This design comes from an exercise in tuning for small area and a short achievable clock period on the open sky130 flow, not from production work.
Function was checked by simulation only, so behaviour that the tests miss may differ from the original.
No activity file was given, so power comes from the tool's default toggle rates.

==> flow/design.v (excerpt) <==
module data_memory_sized #(
    parameter int DEPTH       = 32,
    parameter int ADDR_W      = 64,
    parameter int WAIT_CYCLES = 1
) (
    input  logic              clk,
    input  logic              reset,
    input  logic              req_valid,
    output logic              req_ready,
    input  logic              req_wr,
    input  logic [ADDR_W-1:0] req_addr,
    input  logic [1:0]        req_size,
    input  logic              req_unsigned,
    input  logic [63:0]       req_wdata,
    output logic              resp_valid,
    output logic [63:0]       resp_rdata,
    output logic              resp_err
);
For scale: ~4,600 cells after synthesis, about 2,400 flip-flops.
==> module data_memory_sized, before the edit <==
module data_memory_sized #(
    parameter int DEPTH       = 32,
    parameter int ADDR_W      = 64,
    parameter int WAIT_CYCLES = 1
) (
    input  logic              clk,
    input  logic              reset,
    input  logic              req_valid,
    output logic              req_ready,
    input  logic              req_wr,
    input  logic [ADDR_W-1:0] req_addr,
    input  logic [1:0]        req_size,
    input  logic              req_unsigned,
    input  logic [63:0]       req_wdata,
    output logic              resp_valid,
    output logic [63:0]       resp_rdata,
    output logic              resp_err
);
    localparam int IDX_W = $clog2(DEPTH);
    logic idle_q, wait_q, exec_q, resp_q, rdy_q;
    always_ff @(posedge clk or posedge reset) begin
        if (reset) begin
            idle_q <= 1'b1;
            wait_q <= 1'b0;
            exec_q <= 1'b0;
            resp_q <= 1'b0;
            rdy_q  <= 1'b1;
        end else begin
            idle_q <= resp_q | (idle_q & ~req_valid);
            wait_q <= idle_q & req_valid;
            exec_q <= wait_q;
            resp_q <= exec_q;
            rdy_q  <= resp_q | (rdy_q & ~req_valid);
        end
    end
    assign req_ready  = rdy_q;
    assign resp_valid = resp_q;
    logic             mis_in;
    logic             oor_in;
    always_comb begin
        case (req_size)
            2'd1:    mis_in = req_addr[0];
            2'd2:    mis_in = |req_addr[1:0];
            2'd3:    mis_in = |req_addr[2:0];
            default: mis_in = 1'b0;
        endcase
    end
    assign oor_in = |req_addr[ADDR_W-1:IDX_W+3];
    logic [63:0]      wd1_q;
    logic [DEPTH-1:0] sel1_q;
    logic [2:0]       off1_q;
    logic [1:0]       size1_q;
    logic             uns1_q;
    logic             wr1_q;
    logic             err1_q;
    always_ff @(posedge clk) begin
        wd1_q   <= req_wdata;
        off1_q  <= req_addr[2:0];
        size1_q <= req_size;
        uns1_q  <= req_unsigned;
        wr1_q   <= req_wr;
        err1_q  <= oor_in | mis_in;
        for (int w = 0; w < DEPTH; w++) begin
            sel1_q[w] <= (req_addr[IDX_W+2:3] == w[IDX_W-1:0]);
        end
    end
    logic [DEPTH-1:0][63:0] mem_q;
    logic [DEPTH-1:0]       vld_q;
    logic [DEPTH-1:0]       wsel_q;    
    logic [63:0]            m_q;       
    always_ff @(posedge clk or posedge reset) begin
        if (reset) begin
            vld_q <= '0;
        end else begin
            vld_q <= vld_q | wsel_q;
        end
    end
    always_ff @(posedge clk) begin
        for (int w = 0; w < DEPTH; w++) begin
            if (wsel_q[w]) begin
                mem_q[w] <= m_q;
            end
        end
    end
    logic [63:0] old;
    always_comb begin
        logic [63:0] acc;
        acc = 64'd0;
        for (int w = 0; w < DEPTH; w++) begin
            acc = acc | (mem_q[w] & {64{sel1_q[w]}});
        end
        old = acc & {64{|(sel1_q & vld_q)}};
    end
    logic [63:0] merged;
    always_comb begin
        for (int j = 0; j < 8; j++) begin
            logic [2:0] src;
            logic       be;
            case (size1_q)
                2'd0:    begin src = 3'd0;           be = (off1_q == j[2:0]);      end
                2'd1:    begin src = {2'b00, j[0]};  be = (off1_q[2:1] == j[2:1]); end
                2'd2:    begin src = {1'b0, j[1:0]}; be = (off1_q[2] == j[2]);     end
                default: begin src = j[2:0];         be = 1'b1;                    end
            endcase
            merged[8*j +: 8] = (wr1_q && be) ? wd1_q[8*src +: 8] : old[8*j +: 8];
        end
    end
    logic [7:0] o8_q;      
    logic [3:0] o4_q;      
    logic       o2_q;      
    logic [1:0] size2_q;
    logic       uns2_q;
    logic       zero2_q;   
    logic       err2_q;
    always_ff @(posedge clk or posedge reset) begin
        if (reset) begin
            wsel_q <= '0;
        end else begin
            wsel_q <= sel1_q & {DEPTH{wait_q & wr1_q & ~err1_q}};
        end
    end
    always_ff @(posedge clk) begin
        m_q     <= merged;
        for (int k = 0; k < 8; k++) o8_q[k] <= (off1_q == k[2:0]);
        for (int k = 0; k < 4; k++) o4_q[k] <= (off1_q[2:1] == k[1:0]);
        o2_q    <= off1_q[2];
        size2_q <= size1_q;
        uns2_q  <= uns1_q;
        zero2_q <= wr1_q | err1_q;
        err2_q  <= err1_q;
    end
    logic [63:0] loaded;
    always_comb begin
        logic [7:0] b0, b1, b2, b3, fill;
        logic       sgn;
        b0 = 8'd0;
        for (int k = 0; k < 8; k++) b0 = b0 | (m_q[8*k +: 8] & {8{o8_q[k]}});
        b1 = 8'd0;
        for (int k = 0; k < 4; k++) b1 = b1 | (m_q[16*k+8 +: 8] & {8{o4_q[k]}});
        b2 = o2_q ? m_q[55:48] : m_q[23:16];
        b3 = o2_q ? m_q[63:56] : m_q[31:24];
        case (size2_q)
            2'd0:    sgn = b0[7];
            2'd1:    sgn = b1[7];
            default: sgn = b3[7];
        endcase
        fill = (uns2_q || size2_q == 2'd3) ? 8'd0 : {8{sgn}};
        loaded[7:0]   = b0;
        loaded[15:8]  = (size2_q != 2'd0) ? b1 : fill;
        loaded[31:16] = size2_q[1] ? {b3, b2} : {fill, fill};
        loaded[63:32] = (size2_q == 2'd3) ? m_q[63:32] : {4{fill}};
        if (zero2_q) loaded = 64'd0;
    end
    logic [63:0] rdata_q;
    logic        rerr_q;
    always_ff @(posedge clk) begin
        rdata_q <= loaded;
        rerr_q  <= err2_q;
    end
    assign resp_rdata = rdata_q;
    assign resp_err   = rerr_q;
endmodule
clock: 5.5 ns
lec_check: 0
cap_margin: 20
core_margin: 2
core_utilization: 60
cts_cluster_diameter: 60
cts_cluster_size: 30
place_density: 0.8
setup_slack_margin: 3.0
slew_margin: 20
run.sh (not shown) runs the stock make flow with config.mk's settings and CLKGATE_MAP_FILE= SYNTH_SCRIPT=/design/flow/synth_recipe.tcl, a recipe that flattens the netlist after the stock synthesis.
Then changed:
--- a/flow/design.v
+++ b/flow/design.v
@@ -14,61 +14,80 @@
     input  logic [63:0]       req_wdata,
     output logic              resp_valid,
     output logic [63:0]       resp_rdata,
     output logic              resp_err
 );
     localparam int IDX_W = $clog2(DEPTH);
-    logic idle_q, wait_q, exec_q, resp_q, rdy_q;
+    logic idle_q, wait_q, exec_q, resp_q, busy_q;
     always_ff @(posedge clk or posedge reset) begin
         if (reset) begin
             idle_q <= 1'b1;
             wait_q <= 1'b0;
             exec_q <= 1'b0;
             resp_q <= 1'b0;
-            rdy_q  <= 1'b1;
+            busy_q <= 1'b0;
         end else begin
             idle_q <= resp_q | (idle_q & ~req_valid);
             wait_q <= idle_q & req_valid;
             exec_q <= wait_q;
             resp_q <= exec_q;
-            rdy_q  <= resp_q | (rdy_q & ~req_valid);
+            busy_q <= ~resp_q & (busy_q | req_valid);
         end
     end
-    assign req_ready  = rdy_q;
+    assign req_ready  = ~busy_q;
     assign resp_valid = resp_q;
+    logic [DEPTH-1:0][63:0] mem_q;
+    logic [DEPTH-1:0]       vld_q;
     logic             mis_in;
     logic             oor_in;
     always_comb begin
         case (req_size)
             2'd1:    mis_in = req_addr[0];
             2'd2:    mis_in = |req_addr[1:0];
             2'd3:    mis_in = |req_addr[2:0];
             default: mis_in = 1'b0;
         endcase
     end
     assign oor_in = |req_addr[ADDR_W-1:IDX_W+3];
+    logic [7:0] be_in;
+    logic [3:0] keep_in;
+    always_comb begin
+        for (int j = 0; j < 8; j++) begin
+            case (req_size)
+                2'd0:    be_in[j] = (req_addr[2:0] == j[2:0]);
+                2'd1:    be_in[j] = (req_addr[2:1] == j[2:1]);
+                2'd2:    be_in[j] = (req_addr[2] == j[2]);
+                default: be_in[j] = 1'b1;
+            endcase
+        end
+        for (int g = 0; g < 4; g++) begin
+            keep_in[g] = ~(req_wr & be_in[2*g] & be_in[2*g+1]);
+        end
+    end
     logic [63:0]      wd1_q;
-    logic [DEPTH-1:0] sel1_q;
+    logic [4*DEPTH-1:0] rsel1_q;      
+    logic [IDX_W-1:0] idx1_q;
     logic [2:0]       off1_q;
     logic [1:0]       size1_q;
     logic             uns1_q;
     logic             wr1_q;
     logic             err1_q;
     always_ff @(posedge clk) begin
         wd1_q   <= req_wdata;
         off1_q  <= req_addr[2:0];
         size1_q <= req_size;
         uns1_q  <= req_unsigned;
         wr1_q   <= req_wr;
         err1_q  <= oor_in | mis_in;
-        for (int w = 0; w < DEPTH; w++) begin
-            sel1_q[w] <= (req_addr[IDX_W+2:3] == w[IDX_W-1:0]);
+        idx1_q  <= req_addr[IDX_W+2:3];
+        for (int g = 0; g < 4; g++) begin
+            for (int w = 0; w < DEPTH; w++) begin
+                rsel1_q[g*DEPTH+w] <= (req_addr[IDX_W+2:3] == w[IDX_W-1:0]) & vld_q[w] & keep_in[g];
+            end
         end
     end
-    logic [DEPTH-1:0][63:0] mem_q;
-    logic [DEPTH-1:0]       vld_q;
     logic [DEPTH-1:0]       wsel_q;    
     logic [63:0]            m_q;       
     always_ff @(posedge clk or posedge reset) begin
         if (reset) begin
             vld_q <= '0;
         end else begin
@@ -84,15 +103,18 @@
     end
     logic [63:0] old;
     always_comb begin
         logic [63:0] acc;
         acc = 64'd0;
         for (int w = 0; w < DEPTH; w++) begin
-            acc = acc | (mem_q[w] & {64{sel1_q[w]}});
+            logic [63:0] word, rs;
+            word = mem_q[w];
+            for (int g = 0; g < 4; g++) rs[16*g +: 16] = {16{rsel1_q[g*DEPTH+w]}};
+            acc = acc | (word & rs);
         end
-        old = acc & {64{|(sel1_q & vld_q)}};
+        old = acc;
     end
     logic [63:0] merged;
     always_comb begin
         for (int j = 0; j < 8; j++) begin
             logic [2:0] src;
             logic       be;
@@ -113,13 +135,15 @@
     logic       zero2_q;   
     logic       err2_q;
     always_ff @(posedge clk or posedge reset) begin
         if (reset) begin
             wsel_q <= '0;
         end else begin
-            wsel_q <= sel1_q & {DEPTH{wait_q & wr1_q & ~err1_q}};
+            for (int w = 0; w < DEPTH; w++) begin
+                wsel_q[w] <= wait_q & wr1_q & ~err1_q & (idx1_q == w[IDX_W-1:0]);
+            end
         end
     end
     always_ff @(posedge clk) begin
         m_q     <= merged;
         for (int k = 0; k < 8; k++) o8_q[k] <= (off1_q == k[2:0]);
         for (int k = 0; k < 4; k++) o4_q[k] <= (off1_q[2:1] == k[1:0]);
Outcome: Clock-buffer cell count increases by 10; power increases by a few percent; sequential share of layout area increases by 0.38 points; utilization decreases by 0.47 points; global-route usage decreases by 1.4 points.

==> re-timing with driven ports <==
In the flow no input, the clock included, has a driving cell. The finished layouts below were timed again as built, in two steps.
Step 1: set_driving_cell puts a clkbuf_16 on clk and a buf_2 on each other input, an assumption about the parent block.
Step 2 also shifts input and output timing later by t, the mid clock arrival at the registers, as if the neighbouring blocks saw the same clock.
Three values: ideal ports, drivers, drivers and shift; two values: the first two.
run	shift t [ns]	setup slack, ns	hold slack, ns	latest minus earliest clock arrival (ns)	worst data-port slew with drivers (ns)
the first run	0.891	2.824 / 2.824 / 2.590	0.339 / 0.339 / 0.339	0.057 / 0.058	0.20
the second run	0.898	2.853 / 2.853 / 2.108	0.330 / 0.330 / 0.330	0.056 / 0.056	0.17
After both steps every run listed still meets setup and hold. For the second run, which loses most, drivers alone change the setup slack by 0.000 ns; drivers and shift together by -0.745 ns.
